Context: an optimization exercise on an open-source flow, tuned for small area, a short achievable clock period and few clock cycles. The choices shown serve that exercise and are no tape-out recipe. Only simulation tests tie the RTL to the original design; equivalence was not proved. In runs 1, 2 and 4 to 6 the design's own scripts or RTL, not TritonCTS, make the clock network. The clock port is modelled as an ideal driver, which makes a skipped or thinned clock tree look cheaper than it is; a real chip needs a root buffer or a tree. Power and IR drop assume default switching activity.

### flow/flow/clock_tree.tcl
# Two-level clock tree built by hand in place of TritonCTS (sourced as
# PRE_CTS_TCL, before the standard CTS step runs its repair and legalizing).
# The clock port feeds NROOT root buffers; each root feeds a share of the
# leaf buffers; each leaf buffer feeds one cluster of about CL_SIZE clock
# pins found by k-means on the placed flip-flops. Every register sits two
# buffers from the port, so the tree is balanced; it is only shallower than
# TritonCTS's three levels.
set cl_size 26
set nroot   4
set buf_name sky130_fd_sc_hd__clkbuf_16

set db    [ord::get_db]
set block [ord::get_db_block]
set bufm  [$db findMaster $buf_name]
set clk   [$block findNet clk]

# clock pins of the registers
set sinks {}
foreach it [$clk getITerms] {
  set inst [$it getInst]
  set bb [$inst getBBox]
  set x [expr {([$bb xMin] + [$bb xMax]) / 2.0}]
  set y [expr {([$bb yMin] + [$bb yMax]) / 2.0}]
  lappend sinks [list $it $x $y]
}
set n [llength $sinks]
set k [expr {max(1, int(ceil(double($n) / $cl_size)))}]
puts "manual CTS: $n sinks, $k clusters"

# k-means, seeded along a sort by (x, y)
set sorted [lsort -real -index 1 $sinks]
set cx {}; set cy {}
for {set c 0} {$c < $k} {incr c} {
  set s [lindex $sorted [expr {int(($c + 0.5) * $n / $k)}]]
  lappend cx [lindex $s 1]; lappend cy [lindex $s 2]
}
for {set iter 0} {$iter < 30} {incr iter} {
  set sx [lrepeat $k 0.0]; set sy [lrepeat $k 0.0]; set sc [lrepeat $k 0]
  set asg {}
  foreach s $sinks {
    set x [lindex $s 1]; set y [lindex $s 2]
    set best 0; set bd 1e30
    for {set c 0} {$c < $k} {incr c} {
      set d [expr {abs($x - [lindex $cx $c]) + abs($y - [lindex $cy $c])}]
      if {$d < $bd} { set bd $d; set best $c }
    }
    lappend asg $best
    lset sx $best [expr {[lindex $sx $best] + $x}]
    lset sy $best [expr {[lindex $sy $best] + $y}]
    lset sc $best [expr {[lindex $sc $best] + 1}]
  }
  for {set c 0} {$c < $k} {incr c} {
    if {[lindex $sc $c] > 0} {
      lset cx $c [expr {[lindex $sx $c] / [lindex $sc $c]}]
      lset cy $c [expr {[lindex $sy $c] / [lindex $sc $c]}]
    }
  }
}

# leaf buffers
set leaves {}
for {set c 0} {$c < $k} {incr c} {
  if {[lindex $sc $c] == 0} { lappend leaves {}; continue }
  set b [odb::dbInst_create $block $bufm "clkbuf_leaf_$c"]
  $b setLocation [expr {int([lindex $cx $c])}] [expr {int([lindex $cy $c])}]
  $b setPlacementStatus PLACED
  set net [odb::dbNet_create $block "clknet_leaf_$c"]
  $net setSigType CLOCK
  [$b findITerm X] connect $net
  lappend leaves $b
}
set i 0
foreach s $sinks {
  set it [lindex $s 0]
  set c [lindex $asg $i]
  $it disconnect
  $it connect [$block findNet "clknet_leaf_$c"]
  incr i
}

# root buffers: split the leaves into nroot groups by angle around their centre
set used {}
set mx 0.0; set my 0.0
for {set c 0} {$c < $k} {incr c} {
  if {[lindex $sc $c] == 0} continue
  lappend used $c
  set mx [expr {$mx + [lindex $cx $c]}]; set my [expr {$my + [lindex $cy $c]}]
}
set nu [llength $used]
set mx [expr {$mx / $nu}]; set my [expr {$my / $nu}]
set ang {}
foreach c $used {
  lappend ang [list $c [expr {atan2([lindex $cy $c] - $my, [lindex $cx $c] - $mx)}]]
}
set ang [lsort -real -index 1 $ang]
set nr [expr {min($nroot, $nu)}]
for {set r 0} {$r < $nr} {incr r} {
  set grp {}
  for {set j [expr {$r * $nu / $nr}]} {$j < ($r + 1) * $nu / $nr} {incr j} {
    lappend grp [lindex [lindex $ang $j] 0]
  }
  set gx 0.0; set gy 0.0
  foreach c $grp { set gx [expr {$gx + [lindex $cx $c]}]; set gy [expr {$gy + [lindex $cy $c]}] }
  set gx [expr {$gx / [llength $grp]}]; set gy [expr {$gy / [llength $grp]}]
  set rb [odb::dbInst_create $block $bufm "clkbuf_root_$r"]
  $rb setLocation [expr {int($gx)}] [expr {int($gy)}]
  $rb setPlacementStatus PLACED
  set rnet [odb::dbNet_create $block "clknet_root_$r"]
  $rnet setSigType CLOCK
  [$rb findITerm X] connect $rnet
  [$rb findITerm A] connect $clk
  foreach c $grp { [[lindex $leaves $c] findITerm A] connect $rnet }
}
$clk setSigType CLOCK

# power pins of the new buffers
global_connect

# the tree is built: the standard CTS command does nothing from here on
proc clock_tree_synthesis {args} {
  puts "clock_tree_synthesis skipped: clock tree built by clock_tree.tcl"
}
### flow/design.v
package img_pkg;
  localparam int COL_DFLT = 640;
  localparam int ROW_DFLT = 480;
  localparam int GRP      = 5;
  localparam int WORD_W   = 7;
  localparam logic [7:0] PIX_FG = 8'hFF;
  localparam logic [7:0] PIX_BG = 8'h00;
endpackage
module line_buffer_1b
#(
  parameter int DEPTH = 128,
  parameter int W     = 8,
  parameter int WR    = 6
) (
  input  logic         clk,
  input  logic         we,
  input  logic [W-1:0] wd,
  output logic [W-1:0] rd
);
  logic [DEPTH*W-1:0] st_q;
  assign rd = st_q[(DEPTH-1)*W +: W];
  always_ff @(posedge clk) begin
    st_q <= {st_q[(DEPTH-1)*W-1:0], st_q[(DEPTH-1)*W +: W]};
    if (we) st_q[WR*W +: W] <= wd;
  end
endmodule
import img_pkg::*;
module image_dilation_3x3
#(
  parameter int COL    = COL_DFLT,
  parameter int ROW    = ROW_DFLT,
  parameter int THRESH = 128
) (
  input  logic       clk,
  input  logic       rst,
  input  logic [7:0] data_in,
  input  logic       in_valid,
  output logic       in_ready,
  output logic [7:0] data_out,
  output logic       w_en,
  output logic       frame_done
);
  localparam int NG    = COL / GRP;           
  localparam int GW    = $clog2(NG);
  localparam int RW    = $clog2(ROW);
  localparam int FD    = 8;                   
  localparam int FW    = $clog2(FD + 1);
  localparam int WRSTG = GRP + 2;             
  localparam logic [1:0] M_IDLE = 2'd0, M_RUN = 2'd1, M_FLUSH = 2'd2;
  function automatic logic [2:0] rk_next(input logic [2:0] q, input logic [1:0] s);
    case ({q, s})
      5'b000_00: rk_next = 3'd2;
      5'b000_01: rk_next = 3'd1;
      5'b000_10: rk_next = 3'd0;
      5'b001_00: rk_next = 3'd2;
      5'b001_01: rk_next = 3'd1;
      5'b001_10: rk_next = 3'd3;
      5'b010_00: rk_next = 3'd2;
      5'b010_01: rk_next = 3'd4;
      5'b010_10: rk_next = 3'd3;
      5'b011_00: rk_next = 3'd0;
      5'b011_01: rk_next = 3'd0;
      5'b011_10: rk_next = 3'd5;
      5'b100_00: rk_next = 3'd0;
      5'b100_01: rk_next = 3'd6;
      5'b100_10: rk_next = 3'd3;
      5'b101_00: rk_next = 3'd0;
      5'b101_01: rk_next = 3'd0;
      5'b101_10: rk_next = 3'd0;
      5'b110_00: rk_next = 3'd0;
      5'b110_01: rk_next = 3'd1;
      5'b110_10: rk_next = 3'd3;
      default: rk_next = 3'd0;
    endcase
  endfunction
  function automatic logic [13:0] rk_parts(input logic [2:0] q, input logic [4:0] ph);
    logic [6:0] v1, v2;
    v1 = '0;
    v2 = '0;
    case (q)
      3'd0: begin
        if (ph[0]) v1 = v1 | 7'd18;
        if (ph[0]) v2 = v2 | 7'd45;
        if (ph[1]) v1 = v1 | 7'd10;
        if (ph[1]) v2 = v2 | 7'd24;
        if (ph[2]) v1 = v1 | 7'd6;
        if (ph[2]) v2 = v2 | 7'd13;
        if (ph[3]) v1 = v1 | 7'd3;
        if (ph[3]) v2 = v2 | 7'd6;
        if (ph[4]) v1 = v1 | 7'd1;
        if (ph[4]) v2 = v2 | 7'd2;
      end
      3'd1: begin
        if (ph[0]) v1 = v1 | 7'd18;
        if (ph[0]) v2 = v2 | 7'd45;
        if (ph[1]) v1 = v1 | 7'd10;
        if (ph[1]) v2 = v2 | 7'd24;
        if (ph[2]) v1 = v1 | 7'd6;
        if (ph[2]) v2 = v2 | 7'd13;
        if (ph[3]) v1 = v1 | 7'd3;
        if (ph[3]) v2 = v2 | 7'd6;
        if (ph[4]) v1 = v1 | 7'd1;
        if (ph[4]) v2 = v2 | 7'd2;
      end
      3'd2: begin
        if (ph[0]) v1 = v1 | 7'd18;
        if (ph[0]) v2 = v2 | 7'd29;
        if (ph[1]) v1 = v1 | 7'd10;
        if (ph[1]) v2 = v2 | 7'd15;
        if (ph[2]) v1 = v1 | 7'd6;
        if (ph[2]) v2 = v2 | 7'd9;
        if (ph[3]) v1 = v1 | 7'd3;
        if (ph[3]) v2 = v2 | 7'd5;
        if (ph[4]) v1 = v1 | 7'd1;
        if (ph[4]) v2 = v2 | 7'd2;
      end
      3'd4: begin
        if (ph[0]) v2 = v2 | 7'd17;
        if (ph[1]) v2 = v2 | 7'd8;
        if (ph[2]) v2 = v2 | 7'd4;
        if (ph[3]) v2 = v2 | 7'd2;
        if (ph[4]) v2 = v2 | 7'd1;
      end
      3'd6: begin
        if (ph[0]) v2 = v2 | 7'd27;
        if (ph[1]) v2 = v2 | 7'd14;
        if (ph[2]) v2 = v2 | 7'd7;
        if (ph[3]) v2 = v2 | 7'd3;
        if (ph[4]) v2 = v2 | 7'd1;
      end
      default: ;
    endcase
    rk_parts = {v2, v1};
  endfunction
  function automatic logic [9:0] rk_dec(input logic [6:0] r);
    case (r)
      7'd0: rk_dec = 10'b00000_00000;
      7'd1: rk_dec = 10'b00000_10000;
      7'd2: rk_dec = 10'b10000_10000;
      7'd3: rk_dec = 10'b00000_11000;
      7'd4: rk_dec = 10'b10000_11000;
      7'd5: rk_dec = 10'b11000_11000;
      7'd6: rk_dec = 10'b00000_11100;
      7'd7: rk_dec = 10'b10000_11100;
      7'd8: rk_dec = 10'b11000_11100;
      7'd9: rk_dec = 10'b11100_11100;
      7'd10: rk_dec = 10'b00000_01110;
      7'd11: rk_dec = 10'b00000_11110;
      7'd12: rk_dec = 10'b10000_11110;
      7'd13: rk_dec = 10'b11000_11110;
      7'd14: rk_dec = 10'b11100_11110;
      7'd15: rk_dec = 10'b01110_01110;
      7'd16: rk_dec = 10'b01110_11110;
      7'd17: rk_dec = 10'b11110_11110;
      7'd18: rk_dec = 10'b00000_00001;
      7'd19: rk_dec = 10'b00000_10001;
      7'd20: rk_dec = 10'b10000_10001;
      7'd21: rk_dec = 10'b00000_11001;
      7'd22: rk_dec = 10'b10000_11001;
      7'd23: rk_dec = 10'b11000_11001;
      7'd24: rk_dec = 10'b00000_11101;
      7'd25: rk_dec = 10'b10000_11101;
      7'd26: rk_dec = 10'b11000_11101;
      7'd27: rk_dec = 10'b11100_11101;
      7'd28: rk_dec = 10'b00000_00011;
      7'd29: rk_dec = 10'b00000_10011;
      7'd30: rk_dec = 10'b10000_10011;
      7'd31: rk_dec = 10'b00000_11011;
      7'd32: rk_dec = 10'b10000_11011;
      7'd33: rk_dec = 10'b11000_11011;
      7'd34: rk_dec = 10'b00000_00111;
      7'd35: rk_dec = 10'b00000_10111;
      7'd36: rk_dec = 10'b10000_10111;
      7'd37: rk_dec = 10'b00000_01111;
      7'd38: rk_dec = 10'b00000_11111;
      7'd39: rk_dec = 10'b10000_11111;
      7'd40: rk_dec = 10'b11000_11111;
      7'd41: rk_dec = 10'b11100_11111;
      7'd42: rk_dec = 10'b01110_01111;
      7'd43: rk_dec = 10'b01110_11111;
      7'd44: rk_dec = 10'b11110_11111;
      7'd45: rk_dec = 10'b00001_00001;
      7'd46: rk_dec = 10'b00001_10001;
      7'd47: rk_dec = 10'b10001_10001;
      7'd48: rk_dec = 10'b00001_11001;
      7'd49: rk_dec = 10'b10001_11001;
      7'd50: rk_dec = 10'b11001_11001;
      7'd51: rk_dec = 10'b00001_11101;
      7'd52: rk_dec = 10'b10001_11101;
      7'd53: rk_dec = 10'b11001_11101;
      7'd54: rk_dec = 10'b11101_11101;
      7'd55: rk_dec = 10'b00001_00011;
      7'd56: rk_dec = 10'b00001_10011;
      7'd57: rk_dec = 10'b10001_10011;
      7'd58: rk_dec = 10'b00001_11011;
      7'd59: rk_dec = 10'b10001_11011;
      7'd60: rk_dec = 10'b11001_11011;
      7'd61: rk_dec = 10'b00001_00111;
      7'd62: rk_dec = 10'b00001_10111;
      7'd63: rk_dec = 10'b10001_10111;
      7'd64: rk_dec = 10'b00001_01111;
      7'd65: rk_dec = 10'b00001_11111;
      7'd66: rk_dec = 10'b10001_11111;
      7'd67: rk_dec = 10'b11001_11111;
      7'd68: rk_dec = 10'b11101_11111;
      7'd69: rk_dec = 10'b00011_00011;
      7'd70: rk_dec = 10'b00011_10011;
      7'd71: rk_dec = 10'b10011_10011;
      7'd72: rk_dec = 10'b00011_11011;
      7'd73: rk_dec = 10'b10011_11011;
      7'd74: rk_dec = 10'b11011_11011;
      7'd75: rk_dec = 10'b00011_00111;
      7'd76: rk_dec = 10'b00011_10111;
      7'd77: rk_dec = 10'b10011_10111;
      7'd78: rk_dec = 10'b00011_01111;
      7'd79: rk_dec = 10'b00011_11111;
      7'd80: rk_dec = 10'b10011_11111;
      7'd81: rk_dec = 10'b11011_11111;
      7'd82: rk_dec = 10'b00111_00111;
      7'd83: rk_dec = 10'b00111_10111;
      7'd84: rk_dec = 10'b10111_10111;
      7'd85: rk_dec = 10'b00111_01111;
      7'd86: rk_dec = 10'b00111_11111;
      7'd87: rk_dec = 10'b10111_11111;
      7'd88: rk_dec = 10'b01111_01111;
      7'd89: rk_dec = 10'b01111_11111;
      7'd90: rk_dec = 10'b11111_11111;
      default: rk_dec = 10'd0;
    endcase
  endfunction
  function automatic logic [WORD_W-1:0] add_w(input logic [WORD_W-1:0] a,
                                               input logic [WORD_W-1:0] b);
    logic [WORD_W-1:0] g, p, gn, pn;
    g = a & b;
    p = a ^ b;
    for (int d = 1; d < WORD_W; d = d * 2) begin
      gn = g;
      pn = p;
      for (int i = d; i < WORD_W; i = i + 1) begin
        gn[i] = g[i] | (p[i] & g[i-d]);
        pn[i] = p[i] & p[i-d];
      end
      g = gn;
      p = pn;
    end
    add_w = (a ^ b) ^ {g[WORD_W-2:0], 1'b0};
  endfunction
  logic [1:0]     mode_q;
  logic [6:0]     wait_q;                     
  logic           wz_q;                       
  logic [GRP-1:0] ph_q;                       
  logic [GW-1:0]  grp_q;                      
  logic           g0_q, glast_q;              
  logic [RW-1:0]  row_q;                      
  logic           r0_q, r1_q, rlast_q;        
  logic [FW-1:0]  cnt_q;                      
  logic           ne_q;                       
  logic [FD-1:0]  fifo_q;                     
  logic           in_ready_q, w_en_q, frame_done_q;
  logic           dout_q, douth_q;            
  logic           z1_q, z2_q;                 
  logic [GRP-1:0] dx_q, db_q;                 
  logic [2:0]     qe_q;
  logic [WORD_W-1:0] inc_q;
  logic [GRP-1:0] pe_q;                       
  logic [WORD_W-1:0] acc_q;
  logic           wr_q;
  logic [WORD_W-1:0] st_rd;
  line_buffer_1b #(.DEPTH(NG), .W(WORD_W), .WR(WRSTG)) u_store (
    .clk(clk), .we(wr_q), .wd(acc_q), .rd(st_rd)
  );
  logic push, pop, step, emit, flush, idle;
  logic cs0, cslast, last_pix, last_out;
  logic z, h, xo, bo, o;
  logic [1:0] tn;
  logic [2:0] qe_b;
  logic [WORD_W-1:0] acc_b, inc1, inc2;
  logic [FW-1:0] cnt_d, cnt_inc, cnt_dec;
  logic          ne_d, full_d;
  logic [6:0]    wait_d;
  assign flush = (mode_q == M_FLUSH);
  assign idle  = (mode_q == M_IDLE);
  assign push  = in_valid && in_ready_q;
  assign step  = flush || (ne_q && (idle || wz_q));
  assign pop   = step && !flush;
  assign cs0      = ph_q[0] && g0_q;
  assign cslast   = ph_q[GRP-1] && glast_q;
  assign last_pix = rlast_q && glast_q && ph_q[GRP-2];   
  assign last_out = r0_q && cslast;                      
  assign z  = !flush && fifo_q[0];
  assign h  = (z && !cslast) || z1_q || (z2_q && !cs0);
  assign xo = |(dx_q & ph_q);
  assign bo = |(db_q & ph_q);
  assign o  = (r1_q ? xo : bo) || h;
  assign tn = h ? 2'd2 : {1'b0, xo && !r0_q};
  assign qe_b   = ph_q[0] ? 3'd0 : qe_q;
  assign {inc2, inc1} = rk_parts(qe_b, ph_q);
  assign acc_b  = pe_q[0] ? '0 : acc_q;
  assign emit = step && !idle && (flush || !r0_q);
  assign cnt_inc = cnt_q + 1'b1;
  assign cnt_dec = cnt_q - 1'b1;
  assign cnt_d   = (push && !pop) ? cnt_inc : ((pop && !push) ? cnt_dec : cnt_q);
  assign ne_d    = push || (cnt_q > FW'(1)) || (ne_q && !pop);
  assign full_d  = !pop && ((cnt_q == FW'(FD)) || (push && cnt_q == FW'(FD - 1)));
  assign wait_d = step ? 7'd0 : wait_q + 7'd1;
  assign in_ready   = in_ready_q;
  assign data_out   = {douth_q ? PIX_FG[7:4] : PIX_BG[7:4], dout_q ? PIX_FG[3:0] : PIX_BG[3:0]};
  assign w_en       = w_en_q;
  assign frame_done = frame_done_q;
  always_ff @(posedge clk) begin
    for (int i = 0; i < FD; i = i + 1) begin
      if (pop) begin
        if (push && cnt_q == FW'(i + 1)) fifo_q[i] <= data_in >= 8'(THRESH);
        else if (i < FD - 1)             fifo_q[i] <= fifo_q[(i < FD - 1) ? i + 1 : i];
      end else if (push && cnt_q == FW'(i)) begin
        fifo_q[i] <= data_in >= 8'(THRESH);
      end
    end
  end
  always_ff @(posedge clk) begin
    dout_q     <= o;
    in_ready_q <= !full_d;
    wr_q   <= step && pe_q[GRP-1];
    if (step) begin
      douth_q <= o;
      z1_q <= z;
      z2_q <= z1_q;
      qe_q  <= rk_next(qe_b, tn);
      inc_q <= h ? inc2 : ((xo && !r0_q) ? inc1 : '0);
      pe_q  <= ph_q;
      acc_q <= add_w(acc_b, inc_q);
      if (ph_q[GRP-1]) {dx_q, db_q} <= rk_dec(st_rd);
    end
  end
  always_ff @(posedge clk or posedge rst) begin
    if (rst) begin
      mode_q       <= M_IDLE;
      cnt_q        <= '0;
      ne_q         <= 1'b0;
      w_en_q       <= 1'b0;
      frame_done_q <= 1'b0;
    end else begin
      cnt_q        <= cnt_d;
      ne_q         <= ne_d;
      w_en_q       <= emit;
      frame_done_q <= emit && last_out;
      if (step) begin
        case (mode_q)
          M_IDLE:  mode_q <= M_RUN;
          M_RUN:   if (last_pix) mode_q <= M_FLUSH;
          default: if (last_out) mode_q <= M_IDLE;
        endcase
      end
    end
  end
  always_ff @(posedge clk) begin
    wait_q <= wait_d;
    wz_q   <= (wait_d == '0);
    if (step) begin
      if (idle) begin
        ph_q    <= GRP'(1);
        grp_q   <= '0;
        g0_q    <= 1'b1;
        glast_q <= 1'b0;
        row_q   <= '0;
        r0_q    <= 1'b1;
        r1_q    <= 1'b0;
        rlast_q <= 1'b0;
      end else begin
        ph_q <= {ph_q[GRP-2:0], ph_q[GRP-1]};
        if (ph_q[GRP-1]) begin
          if (glast_q) begin
            grp_q   <= '0;
            g0_q    <= 1'b1;
            glast_q <= 1'b0;
            row_q   <= rlast_q ? '0 : row_q + 1'b1;
            r0_q    <= rlast_q;
            r1_q    <= r0_q;
            rlast_q <= (row_q == RW'(ROW - 2));
          end else begin
            grp_q   <= grp_q + 1'b1;
            g0_q    <= 1'b0;
            glast_q <= (grp_q == GW'(NG - 2));
          end
        end
      end
    end
  end
endmodule
### flow/config.mk
export PLATFORM = sky130hd
export DESIGN_NAME = image_dilation_3x3
export DESIGN_NICKNAME = image_dilation_3x3
export VERILOG_FILES = /design/flow/design.v
export SDC_FILE = /design/flow/constraint.sdc
export NUM_CORES = 4
export LEC_CHECK = 0
export ABC_CLOCK_PERIOD_IN_PS = 2000
export CAP_MARGIN = 20
export CORE_MARGIN = 2
export CORE_UTILIZATION = 60
export CTS_CLUSTER_DIAMETER = 120
export CTS_CLUSTER_SIZE = 28
export PLACE_DENSITY = 0.7
export SETUP_SLACK_MARGIN = 3.3
export SLEW_MARGIN = 20
### flow/flow/run.sh
#!/bin/bash
# Standard layout (the standard.sh, all ORFS steps), except that the
# clock tree is built by flow/clock_tree.tcl: a balanced two-level tree in
# place of TritonCTS's three levels. The tree is sourced through ORFS's
# PRE_CTS_TCL hook; the CTS step's repair and legalization run as usual.
set -euo pipefail
export PRE_CTS_TCL="$PWD/flow/clock_tree.tcl"
bash standard.sh > standard_flow.log 2>&1
### flow/standard.sh
#!/bin/bash
# synth_recipe.tcl (not shown) runs the flow's synth.tcl, then flattens the netlist and writes it again
# the make line also repeats each setting of config.mk as NAME=value (left out here)
make -C /OpenROAD-flow-scripts/flow DESIGN_CONFIG=/design/flow/config.mk WORK_HOME=/design/flow/orfs CLKGATE_MAP_FILE= SYNTH_SCRIPT=/design/flow/synth_recipe.tcl "${@:-finish}"
### flow/constraint.sdc
create_clock -name core_clock -period 5.0 [get_ports {clk}]
set_input_delay 1.0000 -clock core_clock [delete_from_list [all_inputs] [get_ports {clk}]]
set_output_delay 1.0000 -clock core_clock [all_outputs]
set_load 0.01 [all_outputs]
==> results.txt, run 1 <==
* Status: no timing/DRC/antenna violations
* Cell Count, Final, Fillers Out at a little over 2000
* Post-synth cell types at between 60 and 70
* Yosys top cell by area: dfxtp_1
* Worst EP required at approximately 5.2 ns
* Worst Setup Path Type: flip-flop to flip-flop
* Die area at between 40000 and 50000 µm²
* Total GRT Usage at 13.40%
* Final weighted congestion in routability-driven placement at around 0.75
* Most common cell after layout, fill and taps aside: dfxtp_1
* Final period util at between 30% and 40%
* IO Port Bufs at 14
* Worst r2r src: u_store.st_q[889]$_DFF_P_
* FFs w/ async S/R, synth at less than 1%
* Hold Fails Final Rpt at 0
* VDD IR max at 387.2 µV
* Initial Util at between 60% and 70%
* Via density at approximately 4.7
* Syn nets at between 1000 and 1500
* Max FO, Critical Path at 4
* Share of cells above drive strength 1 at between 10% and 20%
* Die outline height at between 200 and 250 µm
* Setup WS post-layout at roughly 3.0 ns
* Post-synth top area share at 78.85%
* Synth Warn # at 2
* EDFF count, synth at 59
* Final HPWL DP at 14.36 mm
* Post-place setup slack at around 2.1 ns
* Seq/Total Area, Yosys at slightly below 90%
* Clock latency on the worst-skew pair at around 0.41 ns
* Total gr overflow at 0
* Most frequent cells in the layout: dfxtp_1 (904), edfxtp_1 (59), buf_4 (45), nor2_1 (44), clkbuf_16 (42)
* Post-layout nets at approximately 1500
* Cell Area, Synth at approximately 23000 µm²
* Fin crit period at roughly 2.0 ns
* Vias at 9506
* Initial drt markers at between 500 and 600
* Start point of the critical path: u_store.st_q[889]$_DFF_P_
* Clk pin slew, worst setup/hold paths at around 0.11 ns
* Placed Instances at ~1900
* Total power at between 15 and 20 mW
* Dominant synthesized flop cell: dfxtp_1
* CORE AREA at 37840 µm²
* Relative slew slack at between 60% and 70%
* Yosys reg bits at about 980
* Number of antenna diodes at 0
* Initial antenna violation count at 0
* Worst Hold Launch: u_store.st_q[167]$_DFF_P_
* Remaining DRCs at 0
* Max_cap viols at 0
* Die W at around 200 µm
* Avg Synthesized Cell Area at ~16 µm²
* CP arrival at between 2 and 2.5 ns
* First-pass GRT wire length at about 46 mm
* Final setup fails at 0
* Largest net degree at the start of global routing at 37
* RSZ-0062 raised after global routing: true
* Filler cells at between 2000 and 3000
* Max Slew Vio Count at 0
* Cells after Synth at 1426
* Multi-input logic area at about 3100 µm²
* FMAX at between 500 and 600 MHz
* Setup Skew at roughly 0.036 ns
* Setup_tns at 0 ns
* Antenna viol nets, final at 0
* Hold Crit Class: flip-flop to flip-flop
* Num rows at 71
* Synth area leaders: dfxtp_1 (79%), edfxtp_1 (7.6%), ha_1 (1.1%)
* TritonRoute pass-1 iters at 5
* P per Cell Area at 586.4 nW/µm²
* WL final at 28.25 mm
* Number of global-route vias before repair at around 9000
* Setup crit end kind: flip-flop
* Startpoint types: flip-flop
* LEAKAGE at roughly 10 nW
* Synth-to-Final Area Change at 11.43%
* Seq. cell area at approximately 20000 µm²
* Reg2reg setup slack at roughly 3.0 ns
* # IOs at 22
* Slew of the pin with the lowest slew margin at 0.4532 ns
* WL/cell at ~14 µm
-- power by group --
group,switching [mW],internal (mW)
Clock,2.03,1.51
Combinational,0.993,0.931
Sequential,0.489,9.19
Total,3.51,11.6
-- per-layer routing --
layer  wire (µm)  global-route usage, %  part of all wire [%]  vias to the layer above
met3        1074                  1.640                   3.8                       59
li1            -                      -                     -                     4783
met1       14570                  20.79                    52                     4506
met2       11880                  20.42                    42                      158
met5           0                      0                     0                        -
met4         723                  2.857                   2.6                        0
-- cell usage after synthesis (3+ instances only) --
| master | n |
|---|---|
| a211oi_1 | 5 |
| nor3_1 | 7 |
| o211ai_1 | 9 |
| mux4_2 | 4 |
| and2_1 | 8 |
| nand2b_1 | 8 |
| clkbuf_1 | 9 |
| a31oi_1 | 5 |
| or2_2 | 6 |
| edfxtp_1 | 59 |
| nand3_1 | 14 |
| a22o_1 | 3 |
| mux2_2 | 9 |
| o21ai_0 | 24 |
| dfrtp_1 | 9 |
| buf_4 | 12 |
| nand2_1 | 47 |
| a21oi_1 | 34 |
| inv_1 | 17 |
| nand3b_1 | 3 |
| dfxtp_1 | 913 |
| mux2i_1 | 14 |
| nand4_1 | 4 |
| o21ai_2 | 3 |
| buf_2 | 12 |
| xor2_1 | 14 |
| o21bai_1 | 7 |
| nor2_1 | 49 |
| o22ai_1 | 7 |
| a22oi_1 | 6 |
| nor3b_1 | 3 |
| ha_1 | 21 |
| xnor2_1 | 12 |
| and3_1 | 3 |
| nor2b_1 | 19 |
| a21o_1 | 9 |
-- through the flow --
stage	hold WS (ns)	utilization, %	area, µm²
after floorplan	0.3089	-	23330
after global placement	0.3114	63.17	23910
after detailed placement	0.3121	63.17	23910
after CTS	0.3121	67.50	25540
after global routing	0.3042	68.26	25830
final	0.3012	68.26	25830
-- worst paths after layout --
| check | endpoint | cells after the start |
|---|---|---|
| hold / removal | u_store.st_q[174]$_DFF_P_ | 0 |
| setup reg to reg | db_q[4]$_DFFE_PP_ | 5 |
| min in group asynchronous | ne_q$_DFF_PP0_ | 2 |
| hold reg to reg | u_store.st_q[174]$_DFF_P_ | 0 |
| max in group asynchronous | mode_q[1]$_DFFE_PP0P_ | 2 |
| setup / recovery | db_q[4]$_DFFE_PP_ | 5 |
-- worst max-delay path, cell delays in order, from the launching register on --
cell     delay (ns)
dfxtp_4        0.37
buf_6          0.13
ha_4           0.18
mux4_2         0.45
mux4_2         0.51
o21ai_4        0.17
-- logic make-up after synthesis --
kind of cell               synth area share, %
AOI/OAI and AO/OA                        3.778
xor gates and xnor gates                0.9824
adders and majority gates                1.220
buffers and inverters                    1.214
DFF                                      87.46
muxes                                    1.430
and+or+nand+nor                          3.913
-- registers in the layout, summed over array words and instances (netlist names), 3 cells and up --
register and count:
fifo_q 8, acc_q 7, row_q 9, db_q 5, u_store.st_q 896, cnt_q 4, grp_q 7, inc_q 6
dx_q 5, qe_q 3, wait_q 7, ph_q 5
-- area by class of cell --
class                           count  area share (%)
Inverter                           18          0.3584
Multi-Input combinational cell    391           11.82
Sequential cell                   981           78.60
Buffer                             42           4.069
Timing Repair Buffer               76           2.645
Timing Repair inverter              1         0.03391
Tap cell                          511           2.475
-- what timing repair did --
item / 4_1_cts / 5_1_grt
pin swaps: 33 / 26
gates resized for setup: 78 / 80
buffers inserted: 44 / 14
gates cloned: 3 / 1
hold buffers: 0 / 0
endpoints found under the setup margin: 101 / 57
Testbench counts, summed over its fixed seeds: cycles 1,847,052.
==> inputs of run 2 (changes only) <==
--- a/flow/config.mk
+++ b/flow/config.mk
@@ -12,5 +12,5 @@
 export CTS_CLUSTER_DIAMETER = 120
 export CTS_CLUSTER_SIZE = 28
 export PLACE_DENSITY = 0.7
-export SETUP_SLACK_MARGIN = 3.3
+export SETUP_SLACK_MARGIN = 3.15
 export SLEW_MARGIN = 20
==> run 2 against run 1 <==
Net effect: still clean; worst hold slack gained 0.010 ns; combinational power barely moved; cell count is 0.40% lower; synthesized area unchanged; setup slack worse by 0.0083 ns; register-to-register slack is essentially flat; sequential cell count stayed put; critical path type unchanged; largest power group unchanged; highest routed layer unchanged.
==> results.txt, run 2 <==
* First-pass GRT wire length at 44.58 mm (was 45.92 mm)
* Post-layout instance area at 25680 µm² (was 25830 µm²)
* Slew of the pin with the lowest slew margin at 0.4870 ns (was 0.4532 ns)
* Cell Count, Final, Fillers Out at 2012 (was 2020)
* Top Registers: u_store.st_q (896), row_q (9), fifo_q (8) (unchanged)
* Num rows at 71 (unchanged)
* Share of cells above drive strength 1 at 13.92% (was 14.84%)
* LEAKAGE at 10.07 nW (was 10.16 nW)
* Most frequent cells in the layout: dfxtp_1 (905), edfxtp_1 (59), nor2_1 (45), clkbuf_16 (42), buf_4 (42) (was dfxtp_1 (904), edfxtp_1 (59), buf_4 (45), nor2_1 (44), clkbuf_16 (42))
* Largest net degree at the start of global routing at 41 (was 37)
* Max_cap viols at 0 (unchanged)
* Placed Instances at 1916 (unchanged)
* Total gr overflow at 0 (unchanged)
* Via density at 4.669 (was 4.706)
* Worst Setup Path Type: flip-flop to flip-flop (unchanged)
* Setup WS post-layout at 3.006 ns (was 3.015 ns)
* RSZ-0062 raised after global routing: true (unchanged)
* Max Slew Vio Count at 0 (unchanged)
* Final period util at 39.87% (was 39.71%)
* VDD IR max at 403.9 µV (was 387.2 µV)
* Count leader, synth: dfxtp_1 (unchanged)
* Synth Warn # at 2 (unchanged)
* Synth-to-Final Area Change at 10.76% (was 11.43%)
* Setup_tns at 0 ns (unchanged)
* Initial Util at 61.25% (unchanged)
* Most common cell after layout, fill and taps aside: dfxtp_1 (unchanged)
* Most frequent cells after synthesis: dfxtp_1 (913), edfxtp_1 (59), nor2_1 (49), nand2_1 (47), a21oi_1 (34) (unchanged)
* Yosys reg bits at 981 (unchanged)
* CORE AREA at 37840 µm² (unchanged)
* Clk pin slew, worst setup/hold paths at 0.08 ns (was 0.11 ns)
* EDFF count, synth at 59 (unchanged)
* FMAX at 501.6 MHz (was 503.7 MHz)
* IO Port Bufs at 14 (unchanged)
* Initial drt markers at 533 (was 587)
* Post-place setup slack at 2.191 ns (was 2.088 ns)
* Final weighted congestion in routability-driven placement at 0.7478 (was 0.7527)
* Dominant synthesized flop cell: dfxtp_1 (unchanged)
* Final HPWL DP at 14.46 mm (was 14.36 mm)
* Hold Fails Final Rpt at 0 (unchanged)
* TritonRoute pass-1 iters at 5 (unchanged)
* Avg Synthesized Cell Area at 16.26 µm² (unchanged)
* Total power at 15.11 mW (was 15.15 mW)
* Die outline height at 200.6 µm (unchanged)
* Antenna viol nets, final at 0 (unchanged)
* Worst EP required at 5.30 ns (was 5.22 ns)
* Initial antenna violation count at 0 (unchanged)
* Total GRT Usage at 13.04% (was 13.40%)
* Post-synth cell types at 66 (unchanged)
* FFs w/ async S/R, synth at 0.9174% (unchanged)
* WL final at 27.18 mm (was 28.25 mm)
* Post-Route Utilization at 67.85% (was 68.26%)
* Fin crit period at 1.994 ns (was 1.985 ns)
* Number of antenna diodes at 0 (unchanged)
* P per Cell Area at 588.6 nW/µm² (was 586.4 nW/µm²)
* Vias at 9394 (was 9506)
* Startpoint types: flip-flop (unchanged)
* Die area at 40220 µm² (unchanged)
* Max FO, Critical Path at 7 (was 4)
* Final hold slack at 0.3117 ns (was 0.3012 ns)
* Post-cts hold buffer count at 0 (unchanged)
* Hold Crit Class: flip-flop to flip-flop (unchanged)
* Syn nets at 1459 (unchanged)
* Setup Skew at 0.02477 ns (was 0.03630 ns)
* Cells after Synth at 1426 (unchanged)
* Filler cells at 2544 (was 2514)
* Relative slew slack at 67.53% (was 69.78%)
* Clock latency on the worst-skew pair at 0.41 ns (about the same)
* Post-layout nets at 1536 (was 1544)
* Post-synth top area share at 78.85% (unchanged)
* Post-place instance area at 23840 µm² (was 23910 µm²)
* Number of global-route vias before repair at 8946 (was 9161)
* CP arrival at 2.29 ns (was 2.21 ns)
* Synth area leaders: dfxtp_1 (79%), edfxtp_1 (7.6%), ha_1 (1.1%) (unchanged)
* Max reg flops at 896 (unchanged)
* Seq/Total Area, Yosys at 87.46% (unchanged)
* Reg with most FFs: u_store.st_q (unchanged)
* Setup crit end kind: flip-flop (unchanged)
* Status: no timing/DRC/antenna violations (unchanged)
* Die W at 200.6 µm (unchanged)
* # IOs at 22 (unchanged)
* WL/cell at 13.51 µm (was 13.98 µm)
* Final setup fails at 0 (unchanged)
* Cell Area, Synth at 23180 µm² (unchanged)
* Yosys top cell by area: dfxtp_1 (unchanged)
* Remaining DRCs at 0 (unchanged)
==> run 2: cell types whose count changed in the layout (fill, tap and decap cells not counted), sizes merged <==
| cell | change |
|---|---|
| clkdlybuf4s15 | +1 |
| and2 | -1 |
| buf | -4 |
| clkbuf | -2 |
| dlygate4sd2 | -1 |
| bufbuf | -1 |
==> run 2: worst paths after layout <==
path	from	end	slack (ns)	cells after the start
min reg2reg	u_store.st_q[850]$_DFF_P_	u_store.st_q[857]$_DFF_P_	0.31	0
max in group asynchronous	rst	mode_q[0]$_DFFE_PP0P_	3.78	2
min	u_store.st_q[850]$_DFF_P_	u_store.st_q[857]$_DFF_P_	0.31	0
max reg2reg	mode_q[1]$_DFFE_PP0P_	cnt_q[3]$_DFFE_PP0P_	3.01	7
max	mode_q[1]$_DFFE_PP0P_	cnt_q[3]$_DFFE_PP0P_	3.01	7
min in group asynchronous	rst	w_en_q$_DFF_PP0_	0.91	2
==> run 2: repair_timing <==
action | 4_1_cts | 5_1_grt
cloned | 1 | 0
endpoints found under the hold margin | 0 | 0
pin swaps | 17 | 20
gates resized for setup | 69 | 84
setup buffers | 35 | 18
setup endpoints to repair | 59 | 71
==> run 2: metal layers <==
layer | routed length [µm] | up-vias | GRT usage (%)
met2 | 10910 | 121 | 18.68
met3 | 1128 | 50 | 1.834
met5 | 0 | - | 0
li1 | - | 4766 | -
met1 | 14530 | 4457 | 21.04
met4 | 615 | 0 | 2.989
==> run 2: kinds of logic after synthesis <==
family,Yosys count,share of synthesized area (%)
muxes,27,1.430
xor gates and xnor gates,26,0.9824
AOI/OAI and AO/OA,132,3.778
adders and majority gates,22,1.220
buffers and inverters,55,1.214
DFF,981,87.46
and+or+nand+nor,183,3.913
==> run 2: critical path: stages (launching register included) <==
cell,delay (ns)
dfrtp_2,0.48
nor2_4,0.14
a21o_1,0.18
nand2_4,0.11
ha_4,0.18
or4_4,0.51
a21oi_2,0.17
xor2_1,0.15
==> run 2: layout make-up <==
type                    count  area, µm²  area share [%]
well taps                 511      639.4           2.490
flip-flops and latches    981      20300           79.07
plain buffers              42       1051           4.093
repair inverters            1      5.005         0.01949
repair buffers             69      610.6           2.378
multi-input cells         390       2987           11.63
inverters                  18      80.08          0.3119
==> run 2: power breakdown <==
| group | switching, mW | leakage [nW] | internal, mW |
|---|---|---|---|
| Clock | 2.02 | 0.518 | 1.51 |
| Combinational | 0.972 | 1.45 | 0.931 |
| Sequential | 0.482 | 8.10 | 9.20 |
| Total | 3.48 | 10.1 | 11.6 |
==> inputs of run 3 (changes only) <==
--- a/flow/config.mk
+++ b/flow/config.mk
@@ -8,9 +8,9 @@
 export ABC_CLOCK_PERIOD_IN_PS = 2000
 export CAP_MARGIN = 20
 export CORE_MARGIN = 2
-export CORE_UTILIZATION = 60
+export CORE_UTILIZATION = 80
 export CTS_CLUSTER_DIAMETER = 120
 export CTS_CLUSTER_SIZE = 28
-export PLACE_DENSITY = 0.7
+export PLACE_DENSITY = 0.88
 export SETUP_SLACK_MARGIN = 3.15
 export SLEW_MARGIN = 20
==> run 3 against run 2 <==
Net effect: the run now fails in 3_5_place_dp; synthesized area stayed put; synthesized cell count stayed put.
==> results.txt, run 3 <==
* # IOs at 22 (unchanged)
* Avg Synthesized Cell Area at 16.26 µm² (unchanged)
* Yosys reg bits at 981 (unchanged)
* Num rows at 62 (was 71)
* FFs w/ async S/R, synth at 0.9174% (unchanged)
* Synth area leaders: dfxtp_1 (79%), edfxtp_1 (7.6%), ha_1 (1.1%) (unchanged)
* Seq/Total Area, Yosys at 87.46% (unchanged)
* Final weighted congestion in routability-driven placement at 0.8123 (was 0.7478)
* Die outline height at 174.2 µm (was 200.6 µm)
* First Err: [ERROR DPL-0033] detailed placement checks failed during check placement.
* Yosys top cell by area: dfxtp_1 (unchanged)
* Cells after Synth at 1426 (unchanged)
* Most frequent cells after synthesis: dfxtp_1 (913), edfxtp_1 (59), nor2_1 (49), nand2_1 (47), a21oi_1 (34) (unchanged)
* Initial Util at 80.98% (was 61.25%)
* Final HPWL DP at 23.23 mm (was 14.46 mm)
* Dominant synthesized flop cell: dfxtp_1 (unchanged)
* IO Port Bufs at 14 (unchanged)
* EDFF count, synth at 59 (unchanged)
* Syn nets at 1459 (unchanged)
* Post-synth top area share at 78.85% (unchanged)
* Post-synth cell types at 66 (unchanged)
* Status: did not finish (was no timing/DRC/antenna violations)
* Count leader, synth: dfxtp_1 (unchanged)
* Last stage: 3_5_place_dp
* Cell Area, Synth at 23180 µm² (unchanged)
* Synth Warn # at 2 (unchanged)
* Die W at 174.2 µm (was 200.6 µm)
==> run 3: cell counts after synthesis <==
No cell type changed its count.
==> run 3: stage by stage <==
stage	hold WS (ns)	std cells	worst slack [ns]
global placement	0.3116	1789	2.258
floorplan	0.3095	1426	2.920
==> run 3: cell families after synthesis <==
| logic type | after synthesis | share of synthesized area (%) |
|---|---|---|
| AOI/OAI and AO/OA | 132 | 3.778 |
| xor gates and xnor gates | 26 | 0.9824 |
| DFF | 981 | 87.46 |
| adders and majority gates | 22 | 1.220 |
| buffers and inverters | 55 | 1.214 |
| and+or+nand+nor | 183 | 3.913 |
| muxes | 27 | 1.430 |
==> run 3: worst max-delay path by stage <==
stage | from | to | depth (start not counted)
2_1_floorplan | in_valid | cnt_q[3]$_DFFE_PP0P_ | 6
3_3_place_gp | in_valid | fifo_q[7]$_DFFE_PP_ | 6
==> run 3: power groups by stage <==
stage	logic [mW]	registers, mW	clock network (mW)
2_1_floorplan	1.22	9.63	0
3_3_place_gp	1.34	9.85	0
==> inputs of run 4 (changes only) <==
--- a/flow/config.mk
+++ b/flow/config.mk
@@ -5,12 +5,13 @@
 export SDC_FILE = /design/flow/constraint.sdc
 export NUM_CORES = 4
 export LEC_CHECK = 0
+export ABC_AREA = 1
 export ABC_CLOCK_PERIOD_IN_PS = 2000
 export CAP_MARGIN = 20
 export CORE_MARGIN = 2
-export CORE_UTILIZATION = 80
+export CORE_UTILIZATION = 70
 export CTS_CLUSTER_DIAMETER = 120
 export CTS_CLUSTER_SIZE = 28
-export PLACE_DENSITY = 0.88
+export PLACE_DENSITY = 0.8
 export SETUP_SLACK_MARGIN = 3.15
 export SLEW_MARGIN = 20
==> run 4 against run 3 <==
Net effect: the run now finishes clean; synthesized area is 0.15% higher; synthesized cell count is 11% higher.
==> results.txt, run 4 <==
* Dominant synthesized flop cell: dfxtp_1 (unchanged)
* # IOs at 22 (unchanged)
* VDD IR max at approximately 390 µV
* Max_cap viols at 0
* Max FO, Critical Path at 4
* Startpoint types: flip-flop
* XOR/XNOR share of the synthesized area at 0.5282% (was 0.9824%)
* Hold Fails Final Rpt at 0
* Post-layout instance area at approximately 25000 µm²
* P per Cell Area at approximately 620 nW/µm²
* Worst R2R Path Depth at 8
* Most frequent cells after synthesis: dfxtp_1 (913), nand2_1 (180), nor2_1 (83), inv_1 (76), edfxtp_1 (59) (was dfxtp_1 (913), edfxtp_1 (59), nor2_1 (49), nand2_1 (47), a21oi_1 (34))
* Reg with most FFs: u_store.st_q
* Via density at slightly above 5
* Setup Skew at roughly 0.056 ns
* Initial antenna violation count at 1
* Post-synth cell types at 39 (was 66)
* Switching Fraction at 26.04%
* Max reg flops at between 800 and 900
* Num rows at 66 (was 62)
* Sw Pwr at slightly above 4 mW
* Setup crit end kind: output pin
* CORE AREA at around 33000 µm²
* Number of antenna diodes at 0
* Relative slew slack at approximately 60%
* Clock latency on the worst-skew pair at around 0.42 ns
* Worst Hold End: u_store.st_q[126]$_DFF_P_
* Worst Setup Path Type: flip-flop to output pin
* Post-Synth Adder-Cell Area at 1.218% (was 1.220%)
* Cell Area, Synth at 23210 µm² (was 23180 µm²)
* Worst Hold Launch: u_store.st_q[119]$_DFF_P_
* Die W at 186.1 µm (was 174.2 µm)
* Post-place instance area at roughly 24000 µm²
* Final hold slack at 0.3061 ns
* Most frequent cells in the layout: dfxtp_1 (906), nand2_1 (173), nor2_1 (73), inv_1 (69), edfxtp_1 (59)
* Slew of the pin with the lowest slew margin at 0.5968 ns
* Top Registers: u_store.st_q (896), row_q (9), fifo_q (8)
* Synth area leaders: dfxtp_1 (79%), edfxtp_1 (7.6%), nand2_1 (2.9%) (was dfxtp_1 (79%), edfxtp_1 (7.6%), ha_1 (1.1%))
* Synth Warn # at 2 (unchanged)
* Syn nets at 1609 (was 1459)
* Most common cell after layout, fill and taps aside: dfxtp_1
* Multi-input logic area at approximately 2700 µm²
* Avg Synthesized Cell Area at 14.73 µm² (was 16.26 µm²)
* CP arrival at ~1.2 ns
* Count leader, synth: dfxtp_1 (unchanged)
* Clk pwr share at between 20% and 30%
* Seq/Total Area, Yosys at 87.33% (was 87.46%)
* Total power at 15.83 mW
* Hold Crit Class: flip-flop to flip-flop
* Post-layout nets at about 1700
* Initial drt markers at 919
* Seq. cell area at 20300 µm²
* Seq pwr share at 63.6%
* Number of global-route vias before repair at approximately 11000
* Start point of the critical path: douth_q$_DFFE_PN_
* Synth Area in Simple Gates at 6.667% (was 3.913%)
* Worst r2r dst: inc_q[2]$_DFFE_PN_
* Post-place setup slack at about 2.4 ns
* Die outline height at 186.1 µm (was 174.2 µm)
* Final setup fails at 0
* WL/cell at ~18 µm
* Setup WS post-layout at 2.813 ns
* Combinational family with the most area after synthesis: simple AND/OR/NAND/NOR gates (unchanged)
* Final HPWL DP at 18.79 mm (was 23.23 mm)
* Filler cells at roughly 1800
* Post-cts hold buffer count at 0
* EDFF count, synth at 59 (unchanged)
* Worst r2r src: ph_q[0]$_SDFFCE_PP1N_
* Total gr overflow at 0
* LEAKAGE at approximately 10 nW
* FFs w/ async S/R, synth at 0.9174% (unchanged)
* Max Slew Vio Count at 0
* TritonRoute pass-1 iters at 6
* IO Port Bufs at 14 (unchanged)
* Initial Util at 71.17% (was 80.98%)
* Hold depth at 0
* Remaining DRCs at 0
* Final period util at a little over two fifths
* Compound-Gate Fraction of Synth Area at 2.307% (was 3.778%)
* Final weighted congestion in routability-driven placement at 0.7925 (was 0.8123)
* Total GRT Usage at between 20% and 30%
* Yosys top cell by area: dfxtp_1 (unchanged)
* Clk pin slew, worst setup/hold paths at 0.11 ns
* Share of cells above drive strength 1 at 10.41%
* Antenna viol nets, final at 0
* Cells after Synth at 1576 (was 1426)
* Fraction of synthesized area in multiplexers at 0% (was 1.430%)
* Combinational Power Share at between 10% and 20%
* Setup_tns at 0 ns
* Status: no timing/DRC/antenna violations (was did not finish)
* Pint at around 12 mW
* Die area at 34640 µm²
* Reg2reg setup slack at 3.00 ns
* Worst EP required at approximately 4 ns
* Synth-to-Final Area Change at 9.707%
* Vias at 10819
* RSZ-0062 raised after global routing: true
* Yosys reg bits at 981 (unchanged)
* FMAX at 457.3 MHz
* Largest net degree at the start of global routing at 35
* First-pass GRT wire length at roughly 56 mm
* WL final at 38.24 mm
* Fin crit period at between 2 and 2.5 ns
* Post-synth top area share at 78.73% (was 78.85%)
[run 4: what timing repair did]
item,in CTS,in global routing
pin swaps,15,13
gates resized for setup,50,80
setup buffers,20,29
gates cloned,2,2
endpoints found under the setup margin,72,66
[run 4: logic make-up (layout without fill, tap and decap cells)]
| logic type | after synthesis | in the layout |
|---|---|---|
| flops | 981 | 981 |
| simple gates | 357 | 359 |
| buf+inv | 105 | 189 |
| compound gates | 97 | 97 |
| fa+ha+maj | 22 | 22 |
| xor+xnor | 14 | 14 |
[run 4: final cells by class]
cell class | instances | area share (%)
repair inverters | 2 | 0.05404
well taps | 442 | 2.171
repair buffers | 63 | 1.975
inverters | 82 | 1.356
multi-input cells | 492 | 10.62
plain buffers | 42 | 4.127
flip-flops and latches | 981 | 79.70
[run 4: how the worst max path moves through the flow]
stage,to,slack [ns],cells past startpoint
6_report,data_out[7],2.81,2
5_1_grt,data_out[7],2.76,2
4_1_cts,cnt_q[3]$_DFFE_PP0P_,2.87,8
3_5_place_dp,cnt_q[3]$_DFFE_PP0P_,2.44,8
3_3_place_gp,cnt_q[3]$_DFFE_PP0P_,2.46,8
2_1_floorplan,cnt_q[3]$_DFFE_PP0P_,2.94,12
[run 4: power groups by stage]
stage | combinational, mW | sequential, mW | clock (mW)
floorplan | 1.16 | 9.86 | 0
finish | 2.14 | 10.1 | 3.62
detailed placement | 1.47 | 10.1 | 0
CTS | 1.67 | 10.2 | 2.90
global placement | 1.36 | 10.0 | 0
global route | 2.30 | 10.2 | 3.90
[run 4: layer usage]
metal  up-vias  track usage, %  part of all wire [%]
met1      5049           27.98                    42
met5         -               0                 0.039
li1       5123               -                     -
met3       139           2.563                   6.1
met4         2           5.669                   4.0
met2       506           36.19                    48
[run 4: worst max-delay path, stage by stage, from the launching register on]
cell and delay, ns:
edfxtp_1 0.51, buf_6 0.17, buf_6 0.11
[run 4: per-stage QoR]
stage                     utilization (%)  instances
final                               78.08       2104
after global routing                78.08       2104
after CTS                           76.94       2073
after detailed placement            72.94       2009
after global placement              72.94       2009
after floorplan                         -       1576
==> inputs of run 5 (changes only) <==
--- a/flow/config.mk
+++ b/flow/config.mk
@@ -5,13 +5,13 @@
 export SDC_FILE = /design/flow/constraint.sdc
 export NUM_CORES = 4
 export LEC_CHECK = 0
-export ABC_AREA = 1
 export ABC_CLOCK_PERIOD_IN_PS = 2000
 export CAP_MARGIN = 20
 export CORE_MARGIN = 2
 export CORE_UTILIZATION = 70
 export CTS_CLUSTER_DIAMETER = 120
 export CTS_CLUSTER_SIZE = 28
+export GPL_TIMING_DRIVEN = 0
 export PLACE_DENSITY = 0.8
 export SETUP_SLACK_MARGIN = 3.15
 export SLEW_MARGIN = 20
==> run 5 against run 4 <==
Net effect: synthesized area decreased by 0.15%; final area increased by 1.6%; critical path depth increased by 1; setup slack improved by 0.0019 ns; via count decreased by 8.4%; clock skew decreased by 0.013 ns; worst hold slack got worse by 0.015 ns; clock power about the same; die area decreased by 0.14%; sequential cell count unchanged; global-route usage decreased by 0.42 points; largest cell class unchanged; sequential power about the same.
==> results.txt, run 5 <==
* Status: no timing/DRC/antenna violations (unchanged)
* Worst Setup Path Type: flip-flop to output pin (unchanged)
* Setup crit end kind: output pin (unchanged)
* Final setup fails at 0 (unchanged)
* VDD IR max at 470.1 µV (was 394.8 µV)
* Dominant synthesized flop cell: dfxtp_1 (unchanged)
* Max FO, Critical Path at 3 (was 4)
* Reg with most FFs: u_store.st_q (unchanged)
* Relative slew slack at 63.00% (was 60.16%)
* RSZ-0062 raised after global routing: true (unchanged)
* TritonRoute pass-1 iters at 6 (unchanged)
* Worst EP required at 4.00 ns (about the same)
* Fin crit period at 2.185 ns (was 2.187 ns)
* Via density at 5.016 (was 5.142)
* Total power at 15.78 mW (was 15.83 mW)
* Initial Util at 71.25% (was 71.17%)
* Largest net degree at the start of global routing at 40 (was 35)
* FFs w/ async S/R, synth at 0.9174% (unchanged)
* Combinational Power Share at 15.0% (was 13.5%)
* Cells after Synth at 1426 (was 1576)
* Seq/Total Area, Yosys at 87.46% (was 87.33%)
* Synth area leaders: dfxtp_1 (79%), edfxtp_1 (7.6%), ha_1 (1.1%) (was dfxtp_1 (79%), edfxtp_1 (7.6%), nand2_1 (2.9%))
* # IOs at 22 (unchanged)
* Startpoint types: flip-flop (unchanged)
* Die W at 186.0 µm (was 186.1 µm)
* Setup_tns at 0 ns (unchanged)
* LEAKAGE at 10.27 nW (was 10.20 nW)
* Clk pwr share at 23.1% (was 22.9%)
* Number of global-route vias before repair at 9997 (was 10607)
* Sw Pwr at 3.955 mW (was 4.121 mW)
* Share of cells above drive strength 1 at 15.58% (was 10.41%)
* Top Registers: u_store.st_q (896), row_q (9), fifo_q (8) (unchanged)
* Yosys top cell by area: dfxtp_1 (unchanged)
* Synth-to-Final Area Change at 11.67% (was 9.707%)
* Max Slew Vio Count at 0 (unchanged)
* Synth Warn # at 2 (unchanged)
* Number of antenna diodes at 0 (unchanged)
* Hold Fails Final Rpt at 0 (unchanged)
* Vias at 9912 (was 10819)
* EDFF count, synth at 59 (unchanged)
* FMAX at 457.7 MHz (was 457.3 MHz)
* Hold depth at 0 (unchanged)
* Die outline height at 186.0 µm (was 186.1 µm)
* Max reg flops at 896 (unchanged)
* Max_cap viols at 0 (unchanged)
* Initial drt markers at 565 (was 919)
* First-pass GRT wire length at 55.07 mm (was 56.41 mm)
* Die area at 34590 µm² (was 34640 µm²)
* Setup Skew at 0.04322 ns (was 0.05602 ns)
* Antenna viol nets, final at 0 (unchanged)
* Final weighted congestion in routability-driven placement at 0.7915 (was 0.7925)
* Worst R2R Path Depth at 8 (unchanged)
* Final HPWL DP at 17.05 mm (was 18.79 mm)
* P per Cell Area at 609.6 nW/µm² (was 621.4 nW/µm²)
* Clock latency on the worst-skew pair at 0.42 ns (about the same)
* Most common cell after layout, fill and taps aside: dfxtp_1 (unchanged)
* IO Port Bufs at 13 (was 14)
* CP arrival at 1.18 ns (was 1.19 ns)
* Placed Instances at 1881 (was 2009)
* Slew of the pin with the lowest slew margin at 0.5550 ns (was 0.5968 ns)
* CORE AREA at 32540 µm² (was 32620 µm²)
* Cell Count, Final, Fillers Out at 1976 (was 2104)
* Post-cts hold buffer count at 0 (unchanged)
* Total GRT Usage at 20.41% (was 20.83%)
* Avg Synthesized Cell Area at 16.26 µm² (was 14.73 µm²)
* Initial antenna violation count at 0 (was 1)
* Post-synth cell types at 66 (was 39)
* Total gr overflow at 0 (unchanged)
* Hold Crit Class: flip-flop to flip-flop (unchanged)
* Post-layout nets at 1569 (was 1697)
* Remaining DRCs at 0 (unchanged)
* Clk pin slew, worst setup/hold paths at 0.13 ns (was 0.11 ns)
* Switching Fraction at 25.06% (was 26.04%)
* Pint at 11.83 mW (was 11.70 mW)
* Most frequent cells after synthesis: dfxtp_1 (913), edfxtp_1 (59), nor2_1 (49), nand2_1 (47), a21oi_1 (34) (was dfxtp_1 (913), nand2_1 (180), nor2_1 (83), inv_1 (76), edfxtp_1 (59))
* Num rows at 66 (unchanged)
* Post-synth top area share at 78.85% (was 78.73%)
* WL final at 36.12 mm (was 38.24 mm)
* Syn nets at 1459 (was 1609)
* Seq pwr share at 61.9% (was 63.6%)
* Count leader, synth: dfxtp_1 (unchanged)
* Yosys reg bits at 981 (unchanged)
* Final period util at 43.70% (was 43.74%)
* Cell Area, Synth at 23180 µm² (was 23210 µm²)
* Most frequent cells in the layout: dfxtp_1 (907), edfxtp_1 (59), buf_4 (48), nor2_1 (46), clkbuf_16 (42) (was dfxtp_1 (906), nand2_1 (173), nor2_1 (73), inv_1 (69), edfxtp_1 (59))
* WL/cell at 18.28 µm (was 18.17 µm)
==> run 5: cell types whose count changed after synthesis, sizes merged, moves of 10 or more <==
cell / delta
buf: +11
inv: -62
mux2i: +14
nand2: -139
nand3: -40
nand4: -10
nor2: -39
nor2b: +19
==> run 5: worst paths after layout <==
path | endpoint | start | slack, ns
min in group asynchronous | mode_q[0]$_DFFE_PP0P_ | rst | 0.86
max in group asynchronous | ne_q$_DFF_PP0_ | rst | 3.82
hold / removal | u_store.st_q[346]$_DFF_P_ | u_store.st_q[339]$_DFF_P_ | 0.29
setup reg to reg | acc_q[6]$_DFFE_PN_ | pe_q[0]$_DFFE_PN_ | 2.84
hold reg to reg | u_store.st_q[346]$_DFF_P_ | u_store.st_q[339]$_DFF_P_ | 0.29
setup / recovery | data_out[6] | douth_q$_DFFE_PN_ | 2.82
==> run 5: layer usage <==
metal | track usage [%] | share of wire [%] | up-vias
met3 | 1.917 | 3.4 | 71
met2 | 35.06 | 49 | 217
met4 | 4.693 | 2.3 | 0
met5 | 0 | 0 | -
met1 | 28.51 | 45 | 4802
li1 | - | - | 4822
==> run 5: repair_timing <==
action                                  4_1_cts  5_1_grt
endpoints found under the setup margin       69       67
buffers inserted                             31       20
cloned                                        1        1
pin swaps                                    27       25
gates resized for setup                      83      102
==> run 5: cells by family (layout without fill, tap and decap cells) <==
logic type	count (synthesis)	in the layout	share of synthesized area [%]
adders and majority gates	22	22	1.220
xor gates and xnor gates	26	26	0.9824
and+or+nand+nor	183	183	3.913
muxes	27	27	1.430
buffers and inverters	55	163	1.214
AOI/OAI and AO/OA	132	132	3.778
DFF	981	981	87.46
==> run 5: critical path: stages (launching register included) <==
cell and delay [ns]:
edfxtp_1 0.45, buf_6 0.15, buf_6 0.10, buf_6 0.11
==> run 5: cell type report <==
cell class	instances	area (µm²)
Fill cell	1695	6649
Inverter	18	82.58
Sequential cell	981	20300
Buffer	79	1324
Multi-Input combinational cell	390	3063
Timing Repair Buffer	65	559.3
Timing Repair inverter	1	5.005
Tap cell	442	553.0
==> run 5: power by group through the flow <==
| stage | clock [mW] | combinational [mW] | sequential [mW] |
|---|---|---|---|
| 2_1_floorplan | 0 | 1.22 | 9.63 |
| 6_report | 3.64 | 2.37 | 9.77 |
| 4_1_cts | 2.90 | 1.92 | 9.92 |
| 5_1_grt | 3.91 | 2.54 | 9.85 |
| 3_5_place_dp | 0 | 1.57 | 9.82 |
| 3_3_place_gp | 0 | 1.52 | 9.77 |
==> run 5: per-stage QoR <==
step | instance area, µm² | setup slack [ns] | hold WS (ns) | utilization [%]
after floorplan | 23260 | 2.920 | 0.3095 | -
after global placement | 23950 | 2.279 | 0.3113 | 73.60
after detailed placement | 23950 | 2.239 | 0.3121 | 73.60
after CTS | 25480 | 2.744 | 0.3121 | 78.31
after global routing | 25890 | 2.791 | 0.2899 | 79.56
final | 25890 | 2.815 | 0.2911 | 79.56
==> inputs of run 6 (changes only) <==
--- a/flow/config.mk
+++ b/flow/config.mk
@@ -11,7 +11,6 @@
 export CORE_UTILIZATION = 70
 export CTS_CLUSTER_DIAMETER = 120
 export CTS_CLUSTER_SIZE = 28
-export GPL_TIMING_DRIVEN = 0
 export PLACE_DENSITY = 0.8
 export SETUP_SLACK_MARGIN = 3.15
 export SLEW_MARGIN = 20
==> run 6 against run 5 <==
Net effect: still clean on timing, DRC and antenna; cell count decreased by 1.9%; clock skew decreased by 0.0093 ns; sequential power about the same; combinational power decreased by 24%; clock power decreased by 1%; routed wire length decreased by 10%; largest cell class unchanged; global-route usage decreased by 1.8 points; setup slack improved by 0.20 ns; die area unchanged; critical endpoint unchanged; largest power group unchanged; maximum frequency increased by 10%.
==> results.txt, run 6 <==
* Final HPWL DP at 16.04 mm (was 17.05 mm)
* Clock latency on the worst-skew pair at 0.41 ns (was 0.42 ns)
* Final weighted congestion in routability-driven placement at 0.7883 (was 0.7915)
* Share of cells above drive strength 1 at 12.63% (was 15.58%)
* Synth area leaders: dfxtp_1 (79%), edfxtp_1 (7.6%), ha_1 (1.1%) (unchanged)
* Count leader, synth: dfxtp_1 (unchanged)
* FMAX at 504.6 MHz (was 457.7 MHz)
* Seq/Total Area, Yosys at 87.46% (unchanged)
* Initial Util at 71.25% (unchanged)
* Fin crit period at 1.982 ns (was 2.185 ns)
* Slew of the pin with the lowest slew margin at 0.7289 ns (was 0.5550 ns)
* Initial drt markers at 565 (unchanged)
* Num rows at 66 (unchanged)
* Post-synth cell types at 66 (unchanged)
* Post-cts hold buffer count at 0 (unchanged)
* Remaining DRCs at 0 (unchanged)
* Worst Hold Launch: u_store.st_q[728]$_DFF_P_ (was u_store.st_q[339]$_DFF_P_)
* Die W at 186.0 µm (unchanged)
* TritonRoute pass-1 iters at 5 (was 6)
* Start point of the critical path: douth_q$_DFFE_PN_ (unchanged)
* Clk pin slew, worst setup/hold paths at 0.11 ns (was 0.13 ns)
* Initial antenna violation count at 0 (unchanged)
* WL/cell at 16.75 µm (was 18.28 µm)
* Critical Path Stages at 1 (was 3)
* Worst r2r dst: acc_q[6]$_DFFE_PN_ (unchanged)
* FFs w/ async S/R, synth at 0.9174% (unchanged)
* Cells after Synth at 1426 (unchanged)
* Avg Synthesized Cell Area at 16.26 µm² (unchanged)
* Yosys reg bits at 981 (unchanged)
* Relative slew slack at 51.34% (was 63.00%)
* Worst r2r src: pe_q[0]$_DFFE_PN_ (unchanged)
* Max Slew Vio Count at 0 (unchanged)
* Final period util at 39.63% (was 43.70%)
* Hold Fails Final Rpt at 0 (unchanged)
* Worst EP required at 4.00 ns (about the same)
* Reg with most FFs: u_store.st_q (unchanged)
* Worst Hold End: u_store.st_q[735]$_DFF_P_ (was u_store.st_q[346]$_DFF_P_)
* Vias at 9617 (was 9912)
* Top Registers: u_store.st_q (896), row_q (9), fifo_q (8) (unchanged)
* Cell Area, Synth at 23180 µm² (unchanged)
* Die area at 34590 µm² (unchanged)
* Synth-to-Final Area Change at 9.743% (was 11.67%)
* Worst Setup Path Type: flip-flop to output pin (unchanged)
* IO Port Bufs at 14 (was 13)
* Antenna viol nets, final at 0 (unchanged)
* VDD IR max at 424.4 µV (was 470.1 µV)
* Via density at 4.960 (was 5.016)
* Reg2reg setup slack at 3.02 ns (was 2.84 ns)
* Most frequent cells in the layout: dfxtp_1 (906), edfxtp_1 (59), nor2_1 (46), buf_4 (46), nand2_1 (43) (was dfxtp_1 (907), edfxtp_1 (59), buf_4 (48), nor2_1 (46), clkbuf_16 (42))
* # IOs at 22 (unchanged)
* Most common cell after layout, fill and taps aside: dfxtp_1 (unchanged)
* Max FO, Critical Path at 4 (was 3)
* Setup Skew at 0.03389 ns (was 0.04322 ns)
* Syn nets at 1459 (unchanged)
* Hold Crit Class: flip-flop to flip-flop (unchanged)
* Max_cap viols at 0 (unchanged)
* Top Family by Delay on Critical Path: flip-flops (unchanged)
* Dominant synthesized flop cell: dfxtp_1 (unchanged)
* Post-synth top area share at 78.85% (unchanged)
* Synth Warn # at 2 (unchanged)
* Startpoint types: flip-flop (unchanged)
* Yosys top cell by area: dfxtp_1 (unchanged)
* Worst Path Buf+Inv at 1 (was 3)
* Most frequent cells after synthesis: dfxtp_1 (913), edfxtp_1 (59), nor2_1 (49), nand2_1 (47), a21oi_1 (34) (unchanged)
* WL final at 32.48 mm (was 36.12 mm)
* Max reg flops at 896 (unchanged)
* CP arrival at 0.98 ns (was 1.18 ns)
* Worst path slowest cell: edfxtp_1 (unchanged)
* Total GRT Usage at 18.65% (was 20.41%)
* Setup WS post-layout at 3.018 ns (was 2.815 ns)
* Final setup fails at 0 (unchanged)
* Die outline height at 186.0 µm (unchanged)
* Number of antenna diodes at 0 (unchanged)
* Setup crit end kind: output pin (unchanged)
* CP peak stage delay at 0.43 ns (was 0.45 ns)
* P per Cell Area at 594.4 nW/µm² (was 609.6 nW/µm²)
* Post-layout nets at 1532 (was 1569)
* Largest net degree at the start of global routing at 37 (was 40)
* Setup_tns at 0 ns (unchanged)
* EDFF count, synth at 59 (unchanged)
* RSZ-0062 raised after global routing: true (unchanged)
* Total gr overflow at 0 (unchanged)
* Worst R2R Path Depth at 8 (unchanged)
* CORE AREA at 32540 µm² (unchanged)
* CP Cell Sequence: clkbuf_2 (was buf_6 -> buf_6 -> buf_6)
* First-pass GRT wire length at 50.81 mm (was 55.07 mm)
* LEAKAGE at 10.03 nW (was 10.27 nW)
* Number of global-route vias before repair at 9597 (was 9997)
* Post-place setup slack at 2.232 ns (was 2.239 ns)
* Hold depth at 0 (unchanged)
* Status: no timing/DRC/antenna violations (unchanged)
run 6: cell type report:
cell class / count / area [µm²]
repair buffers: 65 / 533.0
fillers: 1767 / 7097
well taps: 442 / 553.0
repair inverters: 1 / 5.005
inverters: 18 / 82.58
multi-input cells: 390 / 2915
flip-flops and latches: 981 / 20300
plain buffers: 42 / 1051
run 6: kinds of logic after synthesis:
logic type                 count (synthesis)  share of synthesized area [%]
DFF                                      981                          87.46
and+or+nand+nor                          183                          3.913
AOI/OAI and AO/OA                        132                          3.778
buffers and inverters                     55                          1.214
muxes                                     27                          1.430
xor gates and xnor gates                  26                         0.9824
adders and majority gates                 22                          1.220
run 6: how the worst max path moves through the flow:
stage | endpoint
after global routing | acc_q[5]$_DFFE_PN_
after CTS | cnt_q[3]$_DFFE_PP0P_
after global placement | fifo_q[7]$_DFFE_PP_
after floorplan | cnt_q[3]$_DFFE_PP0P_
after detailed placement | fifo_q[7]$_DFFE_PP_
final | data_out[6]
run 6: report_power, final:
part	switching (mW)	leakage, nW	internal [mW]
sequential	0.539	8.10	9.20
combinational	0.980	1.41	0.815
clock	2.08	0.518	1.51
run 6: what timing repair did:
| item | 4_1_cts | 5_1_grt |
|---|---|---|
| pin swaps | 18 | 20 |
| cloned | 2 | 0 |
| buffers inserted | 31 | 17 |
| endpoints found under the setup margin | 73 | 64 |
| gates resized for setup | 56 | 57 |
run 6: worst reg2reg max path, delay by kind of cell (launching register included):
kind	cells	cell delay, ns
adders and majority gates	2	0.55
DFF	1	0.47
AOI/OAI and AO/OA	4	0.58
and+or+nand+nor	1	0.09
xor gates and xnor gates	1	0.08
run 6: routing by layer:
layer	up-vias	wire length [µm]	track usage (%)
met5	-	0	0
met2	199	15510	31.64
met4	0	736	3.685
met1	4598	14890	26.33
li1	4757	-	-
met3	63	1340	2.211
run 6: per-stage QoR:
stage	total power, mW	area (µm²)	hold slack, ns	std cells	util [%]
2_1_floorplan	10.85	23260	0.3095	1426	-
4_1_cts	14.47	25220	0.3121	1922	77.50
3_5_place_dp	11.30	23750	0.3120	1847	73.00
5_1_grt	15.72	25440	0.2994	1939	78.19
3_3_place_gp	11.20	23750	0.3115	1847	73.00
6_report	15.12	25440	0.2926	1939	78.19

-- port drivers added, routing unchanged --
The flow's constraints put no driver on any port. The routed layouts listed below were extracted and timed again, unchanged, in two steps. Step 1 assumes that a clkbuf_16 drives the clock port and a buf_2 every other input. Step 2 moves the port delays by t, midway between the first and last clock arrival at a register: inputs arrive t later, outputs are due t later. That takes back most of the time a late clock gives input paths. a / b / c = no drivers / after step 1 / after step 2; a / b = the first two.
run | t, ns | setup slack, ns | hold WS [ns] | slew at the worst register clock pin (ns)
run 1 | 0.479 | 3.015 / 2.931 / 2.719 | 0.301 / 0.301 / 0.301 | 0.11 / 0.11
run 2 | 0.487 | 3.006 / 2.950 / 2.690 | 0.312 / 0.312 / 0.312 | 0.11 / 0.11
run 4 | 0.506 | 2.813 / 2.699 / 2.881 | 0.306 / 0.306 / 0.306 | 0.12 / 0.12
run 5 | 0.482 | 2.815 / 2.715 / 2.671 | 0.291 / 0.291 / 0.291 | 0.13 / 0.13
run 6 | 0.489 | 3.018 / 2.914 / 2.733 | 0.293 / 0.293 / 0.293 | 0.11 / 0.11
After both steps setup and hold are still met in every run listed. The setup slack of run 2, which loses most, moves by -0.056 ns with the drivers and by -0.316 ns with both steps.
